This is an optimization exercise on Yosys and OpenROAD, whose aim is small area, a short achievable clock period and few clock cycles per item, not a production implementation.
At most, simulation tests tie the RTL to the original design; equivalence was not proved.

Setup of main:
==> flow/design.v <==
`default_nettype none
package cwc_pkg;
  localparam int TIME_W    = 32;   
  localparam int REG_W     = 16;   
  localparam int WIN_W     = 32;   
  localparam int FRAC_W    = 16;
  localparam int QUO_W     = 17;   
  localparam int REP_W     = 19;   
  localparam int CHUNK_W   = 8;    
  localparam int CFG_IDX_W = 2;
  localparam logic [REG_W-1:0] RST_TIMEOUT_LIMIT = 16'd90;
  localparam logic [REG_W-1:0] RST_INIT_WINDOW   = 16'd13;
  localparam logic [REG_W-1:0] RST_INIT_THRESH   = 16'd1000;
  localparam logic [CFG_IDX_W-1:0] REG_TIMEOUT_LIMIT = 2'd0;
  localparam logic [CFG_IDX_W-1:0] REG_INIT_WINDOW   = 2'd1;
  localparam logic [CFG_IDX_W-1:0] REG_INIT_THRESH   = 2'd2;
  localparam logic [1:0] PH_IDLE  = 2'd0;   
  localparam logic [1:0] PH_START = 2'd1;   
  localparam logic [1:0] PH_DIV   = 2'd2;   
  localparam logic [1:0] PH_ADD   = 2'd3;   
endpackage
`default_nettype wire
`default_nettype none
import cwc_pkg::*;
module cwc_recip (
  input  wire logic              clk,
  input  wire logic              start,
  input  wire logic              start_next,
  input  wire logic              load,
  input  wire logic [WIN_W:0]    load_val,
  input  wire logic [WIN_W-1:0]  divisor,
  output logic                   done,
  output logic                   zero,
  output logic                   ge,       
  output logic      [WIN_W:0]    sum       
);
  localparam int M0 = FRAC_W / 2;    
  localparam int NP = WIN_W / 2;
  localparam int XW = WIN_W + 4;
  logic [WIN_W:0]   rem_r;     
  logic [QUO_W+1:0] q_r;       
  logic [NP-1:M0-1] above;     
  logic [NP-1:M0]   pair;      
  logic             low;
  logic [WIN_W:0]   oh;        
  logic [QUO_W+1:0] mark;      
  logic [XW-1:0]    x, a1, a3, w3, w3_r;
  logic [WIN_W+1:0] a2;
  logic             c1, c2, c3, last;
  logic [1:0]       dig;
  logic [WIN_W-1:0] rn;
  always_comb begin
    above[NP-1] = 1'b0;
    for (int m = NP - 2; m >= M0 - 1; m--)
      above[m] = above[m+1] | divisor[2*m+2] | divisor[2*m+3];
    for (int m = M0; m < NP; m++)
      pair[m] = (divisor[2*m] | divisor[2*m+1]) & !above[m];
    zero = !above[M0-1] && (divisor[FRAC_W-1:0] == '0);
    low  = !above[M0-1] && !zero;
    oh   = '0;
    for (int m = M0; m < NP; m++) begin
      oh[2*m+1] = oh[2*m+1] | (divisor[2*m+1] & !above[m]);
      oh[2*m-1] = oh[2*m-1] | (divisor[2*m] & !divisor[2*m+1] & !above[m]);
    end
    oh[2*M0-1]  = oh[2*M0-1] | low;
    oh[WIN_W-1] = oh[WIN_W-1] | zero;
    mark = '0;
    for (int j = 2*M0 - 1; j < WIN_W; j += 2) mark[j-(2*M0-1)] = oh[j];
    w3  = XW'(divisor) + XW'({divisor, 1'b0});
    x   = XW'({rem_r, 1'b0});
    a1  = (x | XW'(1)) + ~(XW'(divisor));
    a2  = {1'b0, rem_r} - {2'b00, divisor};
    a3  = x - w3_r;
    c1  = !a1[XW-1];
    c2  = !a2[WIN_W+1];
    c3  = !a3[XW-1];
    rn  = c3 ? a3[WIN_W-1:0] :
          c2 ? {a2[WIN_W-2:0], 1'b0} :
          c1 ? a1[WIN_W-1:0] : x[WIN_W-1:0];
    dig  = {c2, c3 | (c1 & !c2)};
    last = q_r[QUO_W-1];
  end
  always_ff @(posedge clk) begin
    w3_r <= (start || start_next) ? {1'b0, {(XW-1){1'b1}}} : w3;
    if (start) begin
      rem_r <= oh;
      q_r   <= zero ? {1'b1, {(QUO_W+1){1'b0}}} : mark;
    end else if (start_next) begin
      rem_r <= oh;
      q_r   <= mark;
    end else begin
      if (load)             rem_r <= load_val;
      else if (!q_r[QUO_W+1]) rem_r <= last ? ~((WIN_W+1)'({q_r[QUO_W-2:0], dig})) : {rn, 1'b0};
      if (!q_r[QUO_W+1]) q_r <= {q_r[QUO_W-1:0], dig};
    end
  end
  assign done = q_r[QUO_W+1];
  assign ge   = c2;
  assign sum  = ~a2[WIN_W:0];
endmodule
`default_nettype wire
`default_nettype none
import cwc_pkg::*;
module congestion_window_controller (
  input  wire logic                 clk,
  input  wire logic                 rst_n,
  input  wire logic                 in_tvalid,
  output logic                      in_tready,
  input  wire logic [63:0]          in_tdata,    
  output logic                      out_tvalid,
  input  wire logic                 out_tready,
  output logic      [15:0]          out_tdata,   
  output logic      [1:0]           out_tuser,   
  input  wire logic                 cfg_valid,
  output logic                      cfg_ready,
  input  wire logic [CFG_IDX_W-1:0] cfg_index,
  input  wire logic [REG_W-1:0]     cfg_data
);
  localparam logic [WIN_W-1:0] WIN_MAX = '1;
  localparam int NCHUNK = TIME_W / CHUNK_W;
  logic [WIN_W-1:0]  win_r;       
  logic [WIN_W-1:0]  thr_r;       
  logic [REG_W-1:0]  lim_r;       
  logic              avoid_r;     
  logic              sz_r;
  logic [REP_W-1:0]  rep_r;
  logic [1:0]        ph_r;
  logic [$clog2(NCHUNK)-1:0] ser_cnt_r;    
  logic [$clog2(NCHUNK)-1:0] ser_idx_r;    
  logic              ser_v_r;     
  logic [CHUNK_W-1:0] ser_rtt_r;
  logic              ser_done_r;  
  logic              ser_b1_r;    
  logic              ser_b2_r;    
  logic              cur_tout_r;  
  logic              out_v_r;
  logic              out_tout_r;
  logic              add_halve_r;  
  logic              add_go_r;     
  logic              rc_start, rc_next, rc_load, rc_done, rc_zero, rc_ge;
  logic [WIN_W:0]    rc_load_val;
  logic [WIN_W:0]    rc_sum;
  cwc_recip u_recip (
    .clk        (clk),
    .start      (rc_start),
    .start_next (rc_next),
    .load       (rc_load),
    .load_val   (rc_load_val),
    .divisor    (win_r),
    .done       (rc_done),
    .zero       (rc_zero),
    .ge         (rc_ge),
    .sum        (rc_sum)
  );
  logic [CHUNK_W-1:0] ser_a, ser_s, ser_l;
  logic [CHUNK_W+1:0] ser_r, ser_d;
  logic               tout;
  logic [REP_W-1:0]   rep_x, rep_sum;
  logic [REP_W:0]     rep_sum2;
  logic               rep_cin, rep_sat, rep_clear, halve, slow, win_gt_thr;
  logic [WIN_W-1:0]   win_sum_sat, win_other, win_d;
  logic               win_sel_sum;
  logic               eval, finish, fast, take, recip, to_add;
  always_comb begin
    ser_a    = in_tdata[TIME_W + CHUNK_W*ser_cnt_r +: CHUNK_W];
    ser_s    = in_tdata[CHUNK_W*ser_cnt_r +: CHUNK_W];
    ser_l    = (32'(ser_idx_r) < REG_W / CHUNK_W) ? lim_r[CHUNK_W*ser_idx_r[0] +: CHUNK_W] : '0;
    ser_r    = {1'b0, ser_a, 1'b0} - {1'b0, ser_s, ser_b1_r};
    ser_d    = {1'b0, ser_rtt_r, 1'b0} - {1'b0, ser_l, ser_b2_r};
    tout     = !ser_b2_r;
    eval     = (ph_r == PH_IDLE) && ser_done_r && !out_v_r;
    halve    = tout && sz_r;
    finish   = (ph_r == PH_DIV) && rc_done && !out_v_r;
    fast     = finish && ser_done_r && avoid_r && !halve;
    take     = eval || fast;
    win_gt_thr = !rc_ge;
    slow     = !tout && !avoid_r;
    recip    = avoid_r || (slow && win_gt_thr);
    to_add   = halve || (slow && !win_gt_thr);
    rc_start = (ph_r == PH_START);
    rc_next  = fast;
    rc_load  = (ph_r == PH_IDLE) || (ph_r == PH_ADD) || (finish && !fast);
    rc_load_val = (eval && to_add) ? ~((WIN_W+1)'(halve ? 2'd3 : 2'd2) << FRAC_W) :
                                     {1'b0, thr_r};
    win_sel_sum = finish || (ph_r == PH_ADD);
    win_sum_sat = rc_sum[WIN_W-1:0] |
                  {WIN_W{rc_sum[WIN_W] || (rc_zero && (ph_r == PH_DIV))}};
    if (cfg_valid && cfg_index == REG_INIT_WINDOW) win_other = WIN_W'(cfg_data) << FRAC_W;
    else if (eval && halve)                        win_other = win_r >> 1;
    else                                           win_other = win_r;
    win_d = win_sel_sum ? win_sum_sat : win_other;
    rep_sat   = !rep_r[REP_W-1] && rep_r[REP_W-2];
    if ((ph_r == PH_IDLE) && halve) begin
      rep_x   = ~(REP_W'(win_r[WIN_W-1:15]));
      rep_cin = ~|win_r[14:0];
    end else begin
      rep_x   = (sz_r && rep_sat) ? '0 : REP_W'(3);
      rep_cin = 1'b0;
    end
    rep_sum2  = {rep_r, 1'b1} + {rep_x, rep_cin};
    rep_sum   = rep_sum2[REP_W:1];
    rep_clear = !sz_r && !rep_r[REP_W-1];
  end
  assign in_tready = take;
  always_ff @(posedge clk) begin
    if (!rst_n) begin
      thr_r      <= WIN_W'(RST_INIT_THRESH) << FRAC_W;
      sz_r       <= 1'b1;
      rep_r      <= '0;
      lim_r      <= RST_TIMEOUT_LIMIT;
      avoid_r    <= 1'b0;
      ph_r       <= PH_IDLE;
      out_v_r    <= 1'b0;
      ser_cnt_r  <= '0;
      ser_v_r    <= 1'b0;
      ser_done_r <= 1'b0;
      ser_b1_r   <= 1'b0;
      ser_b2_r   <= 1'b0;
    end else begin
      if (take) begin
        ser_cnt_r  <= '0;
        ser_v_r    <= 1'b0;
        ser_done_r <= 1'b0;
        ser_b1_r   <= 1'b0;
        ser_b2_r   <= 1'b0;
      end else begin
        if (in_tvalid && !ser_done_r && !(ser_v_r && 32'(ser_idx_r) == NCHUNK - 1)) begin
          ser_cnt_r <= ser_cnt_r + 1'b1;
          ser_b1_r  <= ser_r[CHUNK_W+1];
          ser_v_r   <= 1'b1;
        end else begin
          ser_v_r   <= 1'b0;
        end
        if (ser_v_r) begin
          ser_b2_r   <= ser_d[CHUNK_W+1];
          ser_done_r <= (32'(ser_idx_r) == NCHUNK - 1);
        end
      end
      if (take && tout) begin
        if (halve) begin
          sz_r  <= (win_r == '0);
          rep_r <= rep_sum;
        end else if (rep_clear) begin
          sz_r  <= 1'b1;
          rep_r <= '0;
        end else begin
          rep_r <= rep_sum;
        end
      end else if (ph_r == PH_ADD && add_halve_r) begin
        rep_r <= rep_sum;
      end
      if (out_tready) out_v_r <= 1'b0;
      unique case (ph_r)
        PH_IDLE: begin
          if (eval) begin
            if (halve) begin
              avoid_r <= 1'b0;
              thr_r   <= win_r >> 1;
            end else if (slow && win_gt_thr) begin
              avoid_r <= 1'b1;
            end
            if (to_add)     ph_r <= PH_ADD;
            else if (recip) ph_r <= PH_START;
            else            out_v_r <= 1'b1;
          end
        end
        PH_ADD: begin
          if (add_go_r) ph_r <= PH_START;
          else begin
            ph_r    <= PH_IDLE;
            out_v_r <= 1'b1;
          end
        end
        PH_START: ph_r <= PH_DIV;
        PH_DIV: begin
          if (finish) begin
            out_v_r <= 1'b1;
            if (!fast) ph_r <= PH_IDLE;
          end
        end
        default: ph_r <= PH_IDLE;
      endcase
      if (cfg_valid) begin
        unique case (cfg_index)
          REG_TIMEOUT_LIMIT: lim_r <= cfg_data;
          REG_INIT_THRESH:   thr_r <= WIN_W'(cfg_data) << FRAC_W;
          default: ;
        endcase
      end
    end
  end
  always_ff @(posedge clk) begin
    if (!rst_n) win_r <= WIN_W'(RST_INIT_WINDOW) << FRAC_W;
    else        win_r <= win_d;
  end
  always_ff @(posedge clk) begin
    ser_rtt_r <= ser_r[CHUNK_W:1];
    ser_idx_r <= ser_cnt_r;
    if (take) cur_tout_r <= tout;
    if (eval && !to_add && !recip)             out_tout_r <= tout;
    else if (finish || (ph_r == PH_ADD && !add_go_r)) out_tout_r <= cur_tout_r;
    if (eval) begin
      add_halve_r <= halve;
      add_go_r    <= halve && avoid_r;
    end
  end
  assign cfg_ready  = 1'b1;
  assign out_tvalid = out_v_r;
  assign out_tdata  = win_r[WIN_W-1:FRAC_W];
  assign out_tuser  = {out_tout_r, avoid_r};
endmodule
`default_nettype wire
export LEC_CHECK = 0
export CAP_MARGIN = 20
export CORE_MARGIN = 2
export CORE_UTILIZATION = 40
export SETUP_SLACK_MARGIN = 2.5
export SLEW_MARGIN = 20
create_clock -name core_clock -period 6.0 [get_ports {clk}]
run.sh (not shown) runs the stock make flow with config.mk's settings and CLKGATE_MAP_FILE= SYNTH_SCRIPT=/design/flow/synth_recipe.tcl, a recipe that flattens the netlist after the stock synthesis.
Testbench counts of main, summed over its fixed seeds: cycles 76,194, items 9,378.
Edits applied to the flow inputs when going from main to the feature branch:
--- a/flow/design.v
+++ b/flow/design.v
@@ -156,12 +156,11 @@
   logic [CHUNK_W+1:0] ser_r, ser_d;
   logic               tout;
   logic [REP_W-1:0]   rep_x, rep_sum;
   logic [REP_W:0]     rep_sum2;
   logic               rep_cin, rep_sat, rep_clear, halve, slow, win_gt_thr;
-  logic [WIN_W-1:0]   win_sum_sat, win_other, win_d;
-  logic               win_sel_sum;
+  logic [WIN_W-1:0]   win_sat;
   logic               eval, finish, fast, take, recip, to_add;
   always_comb begin
     ser_a    = in_tdata[TIME_W + CHUNK_W*ser_cnt_r +: CHUNK_W];
     ser_s    = in_tdata[CHUNK_W*ser_cnt_r +: CHUNK_W];
     ser_l    = (32'(ser_idx_r) < REG_W / CHUNK_W) ? lim_r[CHUNK_W*ser_idx_r[0] +: CHUNK_W] : '0;
@@ -178,19 +177,13 @@
     recip    = avoid_r || (slow && win_gt_thr);
     to_add   = halve || (slow && !win_gt_thr);
     rc_start = (ph_r == PH_START);
     rc_next  = fast;
     rc_load  = (ph_r == PH_IDLE) || (ph_r == PH_ADD) || (finish && !fast);
-    rc_load_val = (eval && to_add) ? ~((WIN_W+1)'(halve ? 2'd3 : 2'd2) << FRAC_W) :
+    rc_load_val = (eval && to_add) ? ~((WIN_W+1)'(halve ? 3'd6 : 3'd2) << FRAC_W) :
                                      {1'b0, thr_r};
-    win_sel_sum = finish || (ph_r == PH_ADD);
-    win_sum_sat = rc_sum[WIN_W-1:0] |
-                  {WIN_W{rc_sum[WIN_W] || (rc_zero && (ph_r == PH_DIV))}};
-    if (cfg_valid && cfg_index == REG_INIT_WINDOW) win_other = WIN_W'(cfg_data) << FRAC_W;
-    else if (eval && halve)                        win_other = win_r >> 1;
-    else                                           win_other = win_r;
-    win_d = win_sel_sum ? win_sum_sat : win_other;
+    win_sat  = rc_sum[WIN_W] ? WIN_MAX : rc_sum[WIN_W-1:0];
     rep_sat   = !rep_r[REP_W-1] && rep_r[REP_W-2];
     if ((ph_r == PH_IDLE) && halve) begin
       rep_x   = ~(REP_W'(win_r[WIN_W-1:15]));
       rep_cin = ~|win_r[14:0];
     end else begin
@@ -202,10 +195,11 @@
     rep_clear = !sz_r && !rep_r[REP_W-1];
   end
   assign in_tready = take;
   always_ff @(posedge clk) begin
     if (!rst_n) begin
+      win_r      <= WIN_W'(RST_INIT_WINDOW) << FRAC_W;
       thr_r      <= WIN_W'(RST_INIT_THRESH) << FRAC_W;
       sz_r       <= 1'b1;
       rep_r      <= '0;
       lim_r      <= RST_TIMEOUT_LIMIT;
       avoid_r    <= 1'b0;
@@ -263,39 +257,38 @@
             else if (recip) ph_r <= PH_START;
             else            out_v_r <= 1'b1;
           end
         end
         PH_ADD: begin
+          win_r <= add_halve_r ? rc_sum[WIN_W:1] : win_sat;
           if (add_go_r) ph_r <= PH_START;
           else begin
             ph_r    <= PH_IDLE;
             out_v_r <= 1'b1;
           end
         end
         PH_START: ph_r <= PH_DIV;
         PH_DIV: begin
           if (finish) begin
+            win_r   <= rc_zero ? WIN_MAX : win_sat;
             out_v_r <= 1'b1;
             if (!fast) ph_r <= PH_IDLE;
           end
         end
         default: ph_r <= PH_IDLE;
       endcase
       if (cfg_valid) begin
         unique case (cfg_index)
           REG_TIMEOUT_LIMIT: lim_r <= cfg_data;
+          REG_INIT_WINDOW:   win_r <= WIN_W'(cfg_data) << FRAC_W;
           REG_INIT_THRESH:   thr_r <= WIN_W'(cfg_data) << FRAC_W;
           default: ;
         endcase
       end
     end
   end
   always_ff @(posedge clk) begin
-    if (!rst_n) win_r <= WIN_W'(RST_INIT_WINDOW) << FRAC_W;
-    else        win_r <= win_d;
-  end
-  always_ff @(posedge clk) begin
     ser_rtt_r <= ser_r[CHUNK_W:1];
     ser_idx_r <= ser_cnt_r;
     if (take) cur_tout_r <= tout;
     if (eval && !to_add && !recip)             out_tout_r <= tout;
     else if (finish || (ph_r == PH_ADD && !add_go_r)) out_tout_r <= cur_tout_r;
[summary]
- The feature branch reached the end of the flow, and the finished layout is clean on the timing, design-rule and antenna checks.
- Lower setup slack among main and the feature branch: the feature branch
- Taking main as the reference, in the feature branch post-synthesis instance area fell about 0.45%, post-route minimum period went up, worst hold margin level, routing usage on met3 decreased 1.2 points.
- Changes observed in the feature branch relative to main: non-clock buffer count up 13%; number of clock buffers inserted by TritonCTS up 1; total wire length up about 3.7%.
- Summary: detailed placer's ending HPWL, the feature branch worse than main
- Core area: the feature branch vs main, no meaningful difference
Function not checked in the feature branch: the RTL went through the layout flow alone.

[separate check: timing with driven ports]
No port has a modelled driver above. Below, the same layouts with a new extraction and two added sets of constraints.
Step 1, drivers: a clkbuf_16 drives clk and a buf_2 each remaining input, both assumed.
Step 2 also shifts input and output timing later by t, the mid clock arrival at the registers, as if the neighbouring blocks saw the same clock.
Slacks: ideal ports / drivers / drivers and shift; pairs: ideal ports / drivers.
| run | t (ns) | setup WS [ns] | slew at the worst register clock pin (ns) |
|---|---|---|---|
| main | 0.625 | 2.518 / 2.518 / 2.040 | 0.07 / 0.07 |
| the feature branch | 0.604 | 2.485 / 2.485 / 2.043 | 0.07 / 0.07 |
After both steps every run listed still meets setup and hold. For main, which loses most, drivers alone change the setup slack by 0.000 ns; drivers and shift together by -0.478 ns.
